What follows belongs to an exercise in optimizing a design on an open flow for small area, a short achievable clock period and few clock cycles; a production flow would make more cautious choices.
Only the layout flow was run in this run; the RTL was not checked for function there.
Power figures rest on the tool's default switching activity, not on a simulated workload.

$ cat design/flow/run.sh
#!/bin/bash
# synth_recipe.tcl (not shown) runs the flow's synth.tcl, then flattens the netlist and writes it again
# the make line also repeats each setting of config.mk as NAME=value (left out here)
make -C /OpenROAD-flow-scripts/flow DESIGN_CONFIG=/design/flow/config.mk WORK_HOME=/design/flow/orfs CLKGATE_MAP_FILE= SYNTH_SCRIPT=/design/flow/synth_recipe.tcl finish
$ cat design/flow/design.v
`timescale 1ns / 1ps
package clc_pkg;
    localparam int SAMPLE_W   = 16;
    localparam int CUR_W      = 16;
    localparam int STATUS_W   = 3;
    localparam int CFG_IDX_W  = 2;
    localparam int TDATA_IN_W = 16;
    localparam int TDATA_OUT_W = 8;
    localparam int MAX_SAMPLES_DEF = 1024;
    localparam int TOP_COUNT_DEF   = 3;
    localparam int QUEUE_DEPTH     = 2;
    localparam logic [CUR_W-1:0] RATED_RESET = 16'd1000;
    localparam logic [CUR_W-1:0] MINW_RESET  = 16'd200;
    localparam int OFF_LIMIT_MA = 100;
    localparam int OVER_NUM     = 5;
    localparam int OVER_DEN     = 4;
    localparam logic MODE_PEAK = 1'b0;
    localparam logic MODE_MEAN = 1'b1;
    typedef enum logic [STATUS_W-1:0] {
        ST_NORMAL  = 3'd0,
        ST_OVER    = 3'd1,
        ST_UNDER   = 3'd2,
        ST_OFF     = 3'd3,
        ST_INVALID = 3'd4
    } status_t;
    typedef enum logic [CFG_IDX_W-1:0] {
        CFG_RATED = 2'd0,
        CFG_MINW  = 2'd1,
        CFG_MODE  = 2'd2
    } cfg_index_t;
    function automatic integer cnt_width(input integer max_samples);
        cnt_width = $clog2(max_samples + 1);
    endfunction
    function automatic integer sum_width(input integer max_samples);
        sum_width = cnt_width(max_samples) + SAMPLE_W - 1;
    endfunction
    function automatic integer entry_width(input integer max_samples, input integer top_count);
        entry_width = sum_width(max_samples) + cnt_width(max_samples) + top_count * SAMPLE_W;
    endfunction
    function automatic logic [SAMPLE_W-1:0] mag16(input logic [SAMPLE_W-1:0] v);
        mag16 = v[SAMPLE_W-1] ? (~v + 1'b1) : v;
    endfunction
endpackage
`timescale 1ns / 1ps
module clc_front #(
    parameter int MAX_SAMPLES = clc_pkg::MAX_SAMPLES_DEF,
    parameter int TOP_COUNT   = clc_pkg::TOP_COUNT_DEF
) (
    input  logic                                    aclk,
    input  logic                                    aresetn,
    input  logic                                    s_tvalid,
    output logic                                    s_tready,
    input  logic [clc_pkg::TDATA_IN_W-1:0]          s_tdata,    
    input  logic                                    s_tuser,    
    input  logic                                    s_tlast,
    output logic                                    q_valid,
    input  logic                                    q_ready,
    output logic [clc_pkg::entry_width(MAX_SAMPLES, TOP_COUNT)-1:0] q_data
);
    localparam int CNT_W = clc_pkg::cnt_width(MAX_SAMPLES);
    localparam int SUM_W = clc_pkg::sum_width(MAX_SAMPLES);
    logic signed [clc_pkg::SAMPLE_W-1:0] top_reg  [TOP_COUNT];
    logic signed [clc_pkg::SAMPLE_W-1:0] top_next [TOP_COUNT];
    logic signed [clc_pkg::SAMPLE_W-1:0] prev     [TOP_COUNT];
    logic [TOP_COUNT-1:0]       ge;
    logic [TOP_COUNT-1:0]       ge_ext;
    logic [TOP_COUNT*clc_pkg::SAMPLE_W-1:0] top_flat;
    logic [CNT_W-1:0]           cnt_reg, cnt_next, cnt_upd;
    logic [SUM_W-1:0]           sum_reg, sum_next, sum_upd;
    logic signed [clc_pkg::SAMPLE_W-1:0] sample;
    logic                       take;
    logic                       add;
    assign sample   = signed'(s_tdata[clc_pkg::SAMPLE_W-1:0]);
    assign s_tready = q_ready;
    assign take     = s_tvalid && s_tready;
    assign add      = s_tuser && (cnt_reg < CNT_W'(MAX_SAMPLES));
    always_comb begin
        ge_ext[0] = 1'b1;
        prev[0]   = sample;
        for (int i = 1; i < TOP_COUNT; i++) begin
            prev[i] = top_reg[i-1];
        end
        for (int i = 0; i < TOP_COUNT; i++) begin
            ge[i] = (int'(cnt_reg) > i) && (top_reg[i] >= sample);
        end
        for (int i = 1; i < TOP_COUNT; i++) begin
            ge_ext[i] = ge[i-1];
        end
        for (int i = 0; i < TOP_COUNT; i++) begin
            if (!add || ge[i]) begin
                top_next[i] = top_reg[i];
            end else if (ge_ext[i]) begin
                top_next[i] = sample;
            end else begin
                top_next[i] = prev[i];
            end
            top_flat[i*clc_pkg::SAMPLE_W +: clc_pkg::SAMPLE_W] = top_next[i];
        end
    end
    always_comb begin
        cnt_upd  = add ? cnt_reg + 1'b1 : cnt_reg;
        sum_upd  = add ? sum_reg + SUM_W'(clc_pkg::mag16(sample)) : sum_reg;
        cnt_next = cnt_reg;
        sum_next = sum_reg;
        if (take) begin
            cnt_next = s_tlast ? '0 : cnt_upd;
            sum_next = s_tlast ? '0 : sum_upd;
        end
    end
    assign q_valid = take && s_tlast;
    assign q_data  = {sum_upd, cnt_upd, top_flat};
    always_ff @(posedge aclk) begin
        if (!aresetn) begin
            cnt_reg <= '0;
            sum_reg <= '0;
        end else begin
            cnt_reg <= cnt_next;
            sum_reg <= sum_next;
        end
    end
    always_ff @(posedge aclk) begin
        if (take) begin
            for (int i = 0; i < TOP_COUNT; i++) begin
                top_reg[i] <= top_next[i];
            end
        end
    end
endmodule
`timescale 1ns / 1ps
module clc_queue #(
    parameter int WIDTH = 8,
    parameter int DEPTH = clc_pkg::QUEUE_DEPTH
) (
    input  logic             aclk,
    input  logic             aresetn,
    input  logic             in_valid,
    output logic             in_ready,
    input  logic [WIDTH-1:0] in_data,
    output logic             out_valid,
    input  logic             out_ready,
    output logic [WIDTH-1:0] out_data
);
    localparam int PTR_W = $clog2(DEPTH);
    localparam int CNT_W = $clog2(DEPTH + 1);
    logic [WIDTH-1:0] slot_reg [DEPTH];
    logic [PTR_W-1:0] wr_ptr_reg, wr_ptr_next;
    logic [PTR_W-1:0] rd_ptr_reg, rd_ptr_next;
    logic [CNT_W-1:0] count_reg, count_next;
    logic             push, pop;
    assign in_ready  = (count_reg != CNT_W'(DEPTH));
    assign out_valid = (count_reg != '0);
    assign out_data  = slot_reg[rd_ptr_reg];
    assign push      = in_valid && in_ready;
    assign pop       = out_valid && out_ready;
    always_comb begin
        wr_ptr_next = wr_ptr_reg;
        rd_ptr_next = rd_ptr_reg;
        count_next  = count_reg;
        if (push) begin
            wr_ptr_next = (wr_ptr_reg == PTR_W'(DEPTH - 1)) ? '0 : wr_ptr_reg + 1'b1;
        end
        if (pop) begin
            rd_ptr_next = (rd_ptr_reg == PTR_W'(DEPTH - 1)) ? '0 : rd_ptr_reg + 1'b1;
        end
        if (push && !pop) begin
            count_next = count_reg + 1'b1;
        end else if (pop && !push) begin
            count_next = count_reg - 1'b1;
        end
    end
    always_ff @(posedge aclk) begin
        if (!aresetn) begin
            wr_ptr_reg <= '0;
            rd_ptr_reg <= '0;
            count_reg  <= '0;
        end else begin
            wr_ptr_reg <= wr_ptr_next;
            rd_ptr_reg <= rd_ptr_next;
            count_reg  <= count_next;
        end
    end
    always_ff @(posedge aclk) begin
        if (push) begin
            slot_reg[wr_ptr_reg] <= in_data;
        end
    end
endmodule
`timescale 1ns / 1ps
module clc_back #(
    parameter int MAX_SAMPLES = clc_pkg::MAX_SAMPLES_DEF,
    parameter int TOP_COUNT   = clc_pkg::TOP_COUNT_DEF
) (
    input  logic                                    aclk,
    input  logic                                    aresetn,
    input  logic                                    q_valid,
    output logic                                    q_ready,
    input  logic [clc_pkg::entry_width(MAX_SAMPLES, TOP_COUNT)-1:0] q_data,
    input  logic [clc_pkg::CUR_W-1:0]               rated_ma,
    input  logic [clc_pkg::CUR_W-1:0]               minw_ma,
    input  logic                                    decision_mode,
    output logic                                    out_valid,
    input  logic                                    out_ready,
    output clc_pkg::status_t                        status
);
    localparam int CNT_W = clc_pkg::cnt_width(MAX_SAMPLES);
    localparam int SUM_W = clc_pkg::sum_width(MAX_SAMPLES);
    localparam int K_W   = $clog2(TOP_COUNT + 1);
    localparam int TS_W  = K_W + clc_pkg::SAMPLE_W - 1;
    localparam int KR_W  = K_W + clc_pkg::CUR_W;
    localparam int KO_W  = K_W + $clog2(clc_pkg::OFF_LIMIT_MA + 1);
    localparam int NR_W  = CNT_W + clc_pkg::CUR_W;
    localparam int PW    = TS_W + 3;
    localparam int TOP_LSB = 0;
    localparam int CNT_LSB = TOP_COUNT * clc_pkg::SAMPLE_W;
    localparam int SUM_LSB = CNT_LSB + CNT_W;
    logic [CNT_W-1:0] in_cnt;
    logic [SUM_W-1:0] in_sum;
    logic [K_W-1:0]   k;
    logic [TS_W-1:0]  tsum;
    logic             a_load, b_adv;
    logic             a_valid_reg, a_valid_next;
    logic             a_n_zero_reg, a_rated_zero_reg;
    logic [TS_W-1:0]  a_tsum_reg;
    logic [KR_W-1:0]  a_kr_reg, a_kminw_reg;
    logic [KO_W-1:0]  a_koff_reg;
    logic [SUM_W-1:0] a_sum_reg;
    logic [NR_W-1:0]  a_nr_reg, a_nminw_reg;
    logic             out_valid_reg, out_valid_next;
    clc_pkg::status_t          status_reg, status_next;
    logic [PW-1:0]    over_lhs, over_rhs;
    assign b_adv   = !out_valid_reg || out_ready;
    assign a_load  = !a_valid_reg || b_adv;
    assign q_ready = a_load;
    assign in_cnt = q_data[CNT_LSB +: CNT_W];
    assign in_sum = q_data[SUM_LSB +: SUM_W];
    always_comb begin
        k    = K_W'((int'(in_cnt) < TOP_COUNT) ? int'(in_cnt) : TOP_COUNT);
        tsum = '0;
        for (int i = 0; i < TOP_COUNT; i++) begin
            if (i < int'(k)) begin
                tsum = tsum + TS_W'(clc_pkg::mag16(signed'(q_data[TOP_LSB + i*clc_pkg::SAMPLE_W +: clc_pkg::SAMPLE_W])));
            end
        end
    end
    assign a_valid_next = a_load ? q_valid : a_valid_reg;
    always_ff @(posedge aclk) begin
        if (!aresetn) begin
            a_valid_reg <= 1'b0;
        end else begin
            a_valid_reg <= a_valid_next;
        end
    end
    always_ff @(posedge aclk) begin
        if (q_valid && a_load) begin
            a_n_zero_reg     <= (in_cnt == '0);
            a_rated_zero_reg <= (rated_ma == '0);
            a_tsum_reg       <= tsum;
            a_kr_reg         <= KR_W'(k) * KR_W'(rated_ma);
            a_kminw_reg      <= KR_W'(k) * KR_W'(minw_ma);
            a_koff_reg       <= KO_W'(k) * KO_W'(clc_pkg::OFF_LIMIT_MA);
            a_sum_reg        <= in_sum;
            a_nr_reg         <= NR_W'(in_cnt) * NR_W'(rated_ma);
            a_nminw_reg      <= NR_W'(in_cnt) * NR_W'(minw_ma);
        end
    end
    always_comb begin
        over_lhs = PW'(a_tsum_reg) * PW'(clc_pkg::OVER_NUM);
        over_rhs = PW'(a_kr_reg) * PW'(clc_pkg::OVER_DEN);
        if (decision_mode == clc_pkg::MODE_PEAK) begin
            if (a_rated_zero_reg || a_n_zero_reg) begin
                status_next = clc_pkg::ST_INVALID;
            end else if (over_lhs >= over_rhs) begin
                status_next = clc_pkg::ST_OVER;
            end else if (a_tsum_reg <= TS_W'(a_koff_reg)) begin
                status_next = clc_pkg::ST_OFF;
            end else if (KR_W'(a_tsum_reg) < a_kminw_reg) begin
                status_next = clc_pkg::ST_UNDER;
            end else begin
                status_next = clc_pkg::ST_NORMAL;
            end
        end else begin
            if (a_n_zero_reg) begin
                status_next = clc_pkg::ST_INVALID;
            end else if (NR_W'(a_sum_reg) >= a_nr_reg) begin
                status_next = clc_pkg::ST_OVER;
            end else if (NR_W'(a_sum_reg) >= a_nminw_reg) begin
                status_next = clc_pkg::ST_NORMAL;
            end else begin
                status_next = clc_pkg::ST_UNDER;
            end
        end
    end
    assign out_valid_next = b_adv ? a_valid_reg : out_valid_reg;
    always_ff @(posedge aclk) begin
        if (!aresetn) begin
            out_valid_reg <= 1'b0;
        end else begin
            out_valid_reg <= out_valid_next;
        end
    end
    always_ff @(posedge aclk) begin
        if (a_valid_reg && b_adv) begin
            status_reg <= status_next;
        end
    end
    assign out_valid = out_valid_reg;
    assign status    = status_reg;
endmodule
`timescale 1ns / 1ps
module current_level_classifier #(
    parameter int MAX_SAMPLES = clc_pkg::MAX_SAMPLES_DEF,
    parameter int TOP_COUNT   = clc_pkg::TOP_COUNT_DEF
) (
    input  logic                              aclk,
    input  logic                              aresetn,
    input  logic                              s_tvalid,
    output logic                              s_tready,
    input  logic [clc_pkg::TDATA_IN_W-1:0]    s_tdata,    
    input  logic                              s_tuser,    
    input  logic                              s_tlast,
    output logic                              m_tvalid,
    input  logic                              m_tready,
    output logic [clc_pkg::TDATA_OUT_W-1:0]   m_tdata,    
    input  logic                              cfg_valid,
    output logic                              cfg_ready,
    input  logic [clc_pkg::CFG_IDX_W-1:0]     cfg_index,
    input  logic [clc_pkg::CUR_W-1:0]         cfg_data
);
    localparam int ENTRY_W = clc_pkg::entry_width(MAX_SAMPLES, TOP_COUNT);
    logic [clc_pkg::CUR_W-1:0]   rated_reg, rated_next;
    logic [clc_pkg::CUR_W-1:0]   minw_reg, minw_next;
    logic               mode_reg, mode_next;
    logic               fq_valid, fq_ready;
    logic [ENTRY_W-1:0] fq_data;
    logic               qb_valid, qb_ready;
    logic [ENTRY_W-1:0] qb_data;
    clc_pkg::status_t            status;
    assign cfg_ready = 1'b1;
    always_comb begin
        rated_next = rated_reg;
        minw_next  = minw_reg;
        mode_next  = mode_reg;
        if (cfg_valid && cfg_ready) begin
            case (cfg_index)
                clc_pkg::CFG_RATED: rated_next = cfg_data;
                clc_pkg::CFG_MINW:  minw_next  = cfg_data;
                clc_pkg::CFG_MODE:  mode_next  = cfg_data[0];
                default:   ;
            endcase
        end
    end
    always_ff @(posedge aclk) begin
        if (!aresetn) begin
            rated_reg <= clc_pkg::RATED_RESET;
            minw_reg  <= clc_pkg::MINW_RESET;
            mode_reg  <= clc_pkg::MODE_PEAK;
        end else begin
            rated_reg <= rated_next;
            minw_reg  <= minw_next;
            mode_reg  <= mode_next;
        end
    end
    clc_front #(
        .MAX_SAMPLES(MAX_SAMPLES),
        .TOP_COUNT  (TOP_COUNT)
    ) u_front (
        .aclk    (aclk),
        .aresetn (aresetn),
        .s_tvalid(s_tvalid),
        .s_tready(s_tready),
        .s_tdata (s_tdata),
        .s_tuser (s_tuser),
        .s_tlast (s_tlast),
        .q_valid (fq_valid),
        .q_ready (fq_ready),
        .q_data  (fq_data)
    );
    clc_queue #(
        .WIDTH(ENTRY_W),
        .DEPTH(clc_pkg::QUEUE_DEPTH)
    ) u_queue (
        .aclk     (aclk),
        .aresetn  (aresetn),
        .in_valid (fq_valid),
        .in_ready (fq_ready),
        .in_data  (fq_data),
        .out_valid(qb_valid),
        .out_ready(qb_ready),
        .out_data (qb_data)
    );
    clc_back #(
        .MAX_SAMPLES(MAX_SAMPLES),
        .TOP_COUNT  (TOP_COUNT)
    ) u_back (
        .aclk         (aclk),
        .aresetn      (aresetn),
        .q_valid      (qb_valid),
        .q_ready      (qb_ready),
        .q_data       (qb_data),
        .rated_ma     (rated_reg),
        .minw_ma      (minw_reg),
        .decision_mode(mode_reg),
        .out_valid    (m_tvalid),
        .out_ready    (m_tready),
        .status       (status)
    );
    assign m_tdata = {{(clc_pkg::TDATA_OUT_W - clc_pkg::STATUS_W){1'b0}}, status};
endmodule
$ cat design/flow/constraint.sdc
create_clock -name core_clock -period 6.5 [get_ports {aclk}]
set_input_delay 1.3000 -clock core_clock [delete_from_list [all_inputs] [get_ports {aclk}]]
set_output_delay 1.3000 -clock core_clock [all_outputs]
set_load 0.01 [all_outputs]
$ cat design/flow/config.mk
export PLATFORM = sky130hd
export DESIGN_NAME = current_level_classifier
export DESIGN_NICKNAME = current_level_classifier
export VERILOG_FILES = /design/flow/design.v
export SDC_FILE = /design/flow/constraint.sdc
export NUM_CORES = 4
export LEC_CHECK = 0
export CAP_MARGIN = 20
export CORE_MARGIN = 2
export CORE_UTILIZATION = 40
export SLEW_MARGIN = 20
==> results.txt <==
## final timing paths
path | start | endpoint | cells past startpoint
max | flop | u_back.a_nminw_reg[26] | 18
min | u_front.sum_reg[11] | u_front.sum_reg[11] | 2
max reg2reg | flop | u_back.a_nminw_reg[26] | 18
min reg2reg | u_front.sum_reg[11] | u_front.sum_reg[11] | 2
## routing by layer
| layer | wire, um | global-route usage (%) | part of all wire, % | vias up |
|---|---|---|---|---|
| li1 | - | - | - | 13100 |
| met1 | 46000 | 28.8 | 49 | 13000 |
| met2 | 41900 | 30.8 | 45 | 499 |
| met3 | 3490 | 2.01 | 3.7 | 116 |
| met4 | 1980 | 4.52 | 2.1 | 0 |
| met5 | 0 | 0 | 0 | - |
## per-stage QoR
stage               setup slack (ps)  instances
CTS                              164       5109
floorplan                       42.0       3779
global placement                 218       5016
global route                   0.752       5109
finish                           310       5109
detailed placement               238       5017
## cells in the mapped netlist, types with 76 or more instances
cell type  number  area (um^2)
inv_1         431         1620
nand2_1       398         1490
ha_1          391         4890
edfxtp_1      361        10800
fa_1          256         5120
and2_1        237         1480
nor2_1        177          664
a21oi_1       159          796
xnor2_1       130         1140
o21ai_0       123          616
clkbuf_1      121          454
mux2_2        100         1130
dfxtp_1        77         1540
nand3_1        76          380
## critical path: cells and delay by family, from the launching register on
family,cells,cell delay [ps]
buffers and inverters,2,120
and+or+nand+nor,5,880
adders and majority gates,6,2970
muxes,1,520
DFF,1,420
AOI/OAI and AO/OA,4,1130
## final cells by class
cell class | count | area [um^2]
timing repair buffer | 136 | 1180
sequential | 438 | 12400
clock buffer | 66 | 1350
tap | 1254 | 1570
multi-input combinational | 2757 | 23200
fill | 8944 | 51800
clock inverter | 26 | 279
inverter | 432 | 1630
## power breakdown
part	internal, mW	total (mW)	switching, mW
clock	1.60	2.83	1.23
combinational	6.46	14.9	8.40
sequential	4.43	4.91	0.476
total	12.5	22.6	10.1
## cells by family after synthesis
family | count (synthesis) | synth area share, %
compound gates | 590 | 10.1
xor+xnor | 188 | 4.37
fa+ha+maj | 647 | 26.6
buf+inv | 584 | 5.97
flops | 438 | 32.9
mux | 163 | 4.69
other cells | 2 | 0.0199
simple gates | 1163 | 15.4
==> out/metrics.cfg <==
[run_status]
outcome = finished clean

[global_routing]
grt_max_degree = 70
overflow = 0
grtUsageTotal_pct = 19.5
antenna_found_initial = 0
grt_pass1_wl_um = 151000
first_global_vias = 26900

[clock_network]
cts_root_buffer = clkbuf_16
clk_latency_ps = 630
cts.sinks = 438
cts_resized = 0
ctsHoldBuffers = 0
cts_tree = built
cts_buffers = 50
cts.htree.levels = 2
cts.clk_slew.worst_paths_ps = 70
cts_buffer_depth = 3
postCtsSetupBuffers = 0

[flow_run]
max_cap_violations = 0

[worst_setup_path]
worstSetupStartpointType = flop
slowest_delay_ps = 590
critPathArrivalTime_ps = 6660
crit_type = reg -> reg
crit_slowest_cell = fa_1
cp_max_fo = 16
end_kind = flop
cp.required_ps = 6970
r2r_slack_ps = 310
crit_chain = mux2_2 > and2_1 > fa_1 > inv_1 > fa_1 > fa_1 > fa_1 > inv_1 > fa_1 > ha_1 > nand2_1 > nor3_1 > a221oi_2 > a31oi_1 > a41oi_1 > o31ai_2 > or4_1 > nand3_1
critPathMostFrequentCell = fa_1

[die]
initial_core_util_pct = 40.4
die_area_mm2 = 0.0967
die_x_um = 311
die_y_um = 311
coreArea_mm2 = 0.0933
io_pins = 52
rows = 112

[timing]
skew_ps = 44.6
hold_ws_ps = 478
fmax_ghz = 0.162
rsz0062_at_grt = false
post-route-period-util_pct = 95.2
max-slew-margin-rel_pct = 20.5
period_needed_ps = 6190
tns_ps = 0
hold_viol_final = 0
setup_viol = 0
slew_viol_final = 0
tightest_slew_ps = 1190

[route]
wl_per_cell_um = 18.3
wl_um = 93400
num_vias = 26700
viasPerCell = 5.23
first_iter_violations = 1616
antenna_left = 0
drc = 0
first_pass_iters = 5

[power_and_ir_drop]
total_power_mw = 22.6
ir_drop_mv = 0.535
p_leak_nw = 17.8
power_density_mw_per_mm2 = 544

[final_layout]
nets = 4503
largest_register_ffs = 170
syn2layout_area_growth_pct = 10.2
n_antenna_cell = 0
layout_commonest_cell = inv_1
stdcell_area_mm2 = 0.0415
layout_common_cells = inv_1 (428), nand2_1 (398), ha_1 (391)
final_core_util_pct = 44.5
final_layout_size_suffix_gt1_share_pct = 7.94

[synth]
synth_seq_cells = 438
yosysWarningCount = 7
synth_edf_count = 361
syn_inst = 3775
syn_area_mm2 = 0.0377
syn_avg_cell_area_um2 = 9.98
ys.flop_type = edfxtp_1
yosysUniqueCellTypes = 81
async_flop_share_pct = 0
ys_seq_area_share_pct = 32.9

[place]
hpwl_um = 72100
portBuffers = 45
placed_cell_area_mm2 = 0.0399
place_congestion = 0.879

[hold_path]
hold_class = reg -> reg

## re-timing with driven ports
Ports are ideal in the flow. The routed layout listed here was re-timed in OpenROAD.
Step 1 sets driving cells, clkbuf_16 on the clock port and buf_2 on the other inputs (assumed; they add their load-dependent delay and slew).
Step 2 also shifts input and output timing later by t, the mid clock arrival at the registers, as if the neighbouring blocks saw the same clock.
a / b / c = ideal ports / drivers / drivers and shift; a / b = the first two.
t, ns: 0.679
slack for setup (ns): 0.310 / 0.310 / 0.310
latest minus earliest clock arrival (ns): 0.048 / 0.047
slew at the worst register clock pin (ns): 0.07 / 0.07
cell pins on the clock port's net: 1
After both steps setup and hold are still met in this run. The setup slack of this run moves by 0.000 ns with the drivers and by 0.000 ns with both steps.
